Context: an optimization exercise on an open-source flow, tuned for small area, a short achievable clock period and few clock cycles per item. The choices shown serve that exercise and are no tape-out recipe.
In this exercise RTL edits were held to simulation tests only and were not proved equivalent to the original.

==> run a <==
// mdc_top
module mdc_top (
    input  wire logic           clk,
    input  wire logic           rst_n,
    input  wire logic           in_valid,
    input  wire mdc_pkg::code_t in_data,
    output logic                in_credit,
    output logic                out_valid,
    output mdc_pkg::det_t       out_data,
    input  wire logic           out_credit
);
    function automatic logic yields(input logic [3:0] p);
        yields = (p[3:2] != 2'd0) && (p[1:0] != 2'd0);
    endfunction
    logic           iv_r;      
    logic           oc_r;      
    mdc_pkg::elem_t elem;
    mdc_pkg::elem_t win [3];   
    logic [3:0]     rpos;      
    logic           pv;        
    element_decoder dec_i (
        .code (in_data),
        .elem (elem)
    );
    always_ff @(posedge clk) begin
        if (in_valid) begin
            win[0] <= elem;
            for (int i = 1; i < 3; i++) win[i] <= win[i-1];
        end
    end
    always_ff @(posedge clk or negedge rst_n) begin
        if (!rst_n) begin
            iv_r <= 1'b0;
            oc_r <= 1'b0;
            rpos <= '0;
            pv   <= 1'b0;
        end else begin
            iv_r <= in_valid;
            oc_r <= out_credit;
            if (in_valid) rpos <= rpos + 4'd1;
            pv <= in_valid && yields(rpos);
        end
    end
    mdc_pkg::det_t det;
    logic          dv;   
    minor_engine eng_i (
        .clk   (clk),
        .rst_n (rst_n),
        .shift (in_valid),
        .w0    (win[0]),
        .w2    (win[2]),
        .v_in  (pv),
        .v_out (dv),
        .det   (det)
    );
    mdc_pkg::det_t o_data;
    logic          o_full;    
    mdc_pkg::det_t q_data;
    logic          q_full;
    logic [5:0]    cred;      
    logic          o_keep;
    logic          o_next;
    logic          cred_ok;
    assign o_keep  = o_full && !out_valid;
    assign o_next  = o_keep || q_full || dv;
    assign cred_ok = (cred + 6'(oc_r) > 6'(out_valid)) || out_credit;
    always_ff @(posedge clk) begin
        if (!o_keep) o_data <= q_full ? q_data : det;
  ...
clock: 9.0 ns
lec_check: 0
cap_margin: 20
core_margin: 2
core_utilization: 40
cts_buf_list: sky130_fd_sc_hd__clkbuf_8
slew_margin: 20
standard.sh (not shown) runs the stock make flow with config.mk's settings and CLKGATE_MAP_FILE= SYNTH_SCRIPT=/design/flow/synth_recipe.tcl, a recipe that flattens the netlist after the stock synthesis.
==> flow/flow/run.sh <==
#!/bin/bash
set -euo pipefail
export BUFFER_PORTS_ARGS="-buffer_cell sky130_fd_sc_hd__buf_2"
bash standard.sh > standard_make.log 2>&1
==> run b: changes against run a <==
==> flow/flow/run.sh (replaced) <==
#!/bin/bash
set -euo pipefail
export BUFFER_PORTS_ARGS="-buffer_cell sky130_fd_sc_hd__buf_2"
export SETUP_SLACK_MARGIN=5.8
bash standard.sh > standard_make.log 2>&1
CORE_UTILIZATION = 65   (was 40)
CTS_BUF_LIST = sky130_fd_sc_hd__clkbuf_16   (was sky130_fd_sc_hd__clkbuf_8)
CTS_CLUSTER_DIAMETER = 90   (was not set)
CTS_CLUSTER_SIZE = 24   (was not set)
==> run c: changes against run a <==
==> flow/flow/run.sh (replaced) <==
#!/bin/bash
set -euo pipefail
export BUFFER_PORTS_ARGS="-buffer_cell sky130_fd_sc_hd__buf_2"
export SETUP_SLACK_MARGIN=6.0
bash standard.sh > standard_make.log 2>&1
CTS_BUF_LIST = sky130_fd_sc_hd__clkbuf_16   (was sky130_fd_sc_hd__clkbuf_8)
CTS_CLUSTER_DIAMETER = 90   (was not set)
CTS_CLUSTER_SIZE = 24   (was not set)
==> summary.txt <==
The run finished with no timing, DRC or antenna violations. The maximum net fanout on the critical path is 7. The final hold slack is 339 ps. The signal on the critical path passes through buf_6, a22oi_2, xnor2_1, ha_1, fa_1, inv_1, fa_1, inv_1, fa_1. Setup slack closes at 5880 ps. The number of clock buffers added by TritonCTS is 14. The number of gates resized after cts came out at 6. The die span in y is 153 um. The final worst-path cycle share came out at 34.7%. The iteration count of the initial detailed-routing pass came out at 5.

The DRC violation total after the first TritonRoute iteration is 487. Leaving out the clock tree, the finished layout contains a buffer count of 63. The average via count per standard cell came out at 5.51. The worst path buffer plus inverter count came out at 3. Leaving out fill and tap cells, the most frequent cells in the layout are inv_1, xnor2_1, edfxtp_1. The startpoint of the tightest hold check path is eng_i.aneg2_w$_DFFE_PP_.
Source of the figures above: run b

==> summary.txt <==
The run finished with no timing, DRC or antenna violations. The final critical-path setup slack is 5930 ps. The die span in y is 194 um. In this run, CTS created clock tree buffers numbering 15.

The number of gates resized after cts is 45. The top cell types in the final layout, fill and taps aside, are inv_1, xnor2_1, edfxtp_1. The final worst-path cycle share is 34.1%. The signal on the critical path passes through buf_12, a22oi_2, xor2_1, fa_1, inv_1, fa_1, inv_1, fa_1, inv_2, fa_2. The average via count per standard cell came out at 4.92. The worst path buffer plus inverter count came out at 4. Along the worst path, the maximum fanout reaches 8. The iteration count of the initial detailed-routing pass is 4. Across all hold checks on the routed design, the worst slack comes to 345 ps. The non-clock buffer total of the final layout came out at 114.
Source of the figures above: run c

==> summary.txt <==
The iteration count of the initial detailed-routing pass came out at 5. The flow ran to the end and the layout has no timing, DRC or antenna violations. Together, buffers and inverters on the worst path number 2. The floorplan step set the die height to 194 um. The library cells used most frequently in the layout, excluding fill and tap cells, are inv_1, xnor2_1, edfxtp_1.

The number of gates resized after cts came out at 0. The maximum net fanout on the critical path came out at 12. The final critical-path setup slack came out at 5770 ps.

Across all hold checks on the routed design, the worst slack comes to 338 ps. The TritonCTS buffer count is 44. The final setup skew came out at 23.8 ps. After detailed routing, the number of vias per cell comes to 4.84.

The non-clock buffer total of the final layout is 55. The initial antenna violation count is 0. In this run the most critical hold path is launched from eng_i.aone2_w$_DFFE_PP_.
Source of the figures above: run a

Testbench counts of run a, summed over its fixed seeds: cycles 4,120, results 2,304.
Testbench counts of run b, summed over its fixed seeds: cycles 4,120, results 2,304.
Testbench counts of run c, summed over its fixed seeds: cycles 4,120, results 2,304.

-- what the ideal ports hide --
No port has a modelled driver above. Below, the same layouts with a new extraction and two added sets of constraints. Step 1 sets driving cells, clkbuf_16 on the clock port and buf_2 on the other inputs (assumed; they add their load-dependent delay and slew). Step 2 moves the port delays by t, midway between the first and last clock arrival at a register: inputs arrive t later, outputs are due t later. That takes back most of the time a late clock gives input paths. Three values: no drivers, after step 1, after step 2; two values: the first two.
| run | shift t [ns] | slack for setup (ns) | hold WS [ns] |
|---|---|---|---|
| run a | 0.596 | 5.775 / 5.775 / 5.402 | 0.338 / 0.338 / 0.338 |
| run b | 0.525 | 5.879 / 5.879 / 5.481 | 0.339 / 0.339 / 0.339 |
| run c | 0.537 | 5.935 / 5.935 / 5.482 | 0.345 / 0.345 / 0.345 |
After both steps every run listed still meets setup and hold. For run c, which loses most, drivers alone change the setup slack by 0.000 ns; drivers and shift together by -0.453 ns.
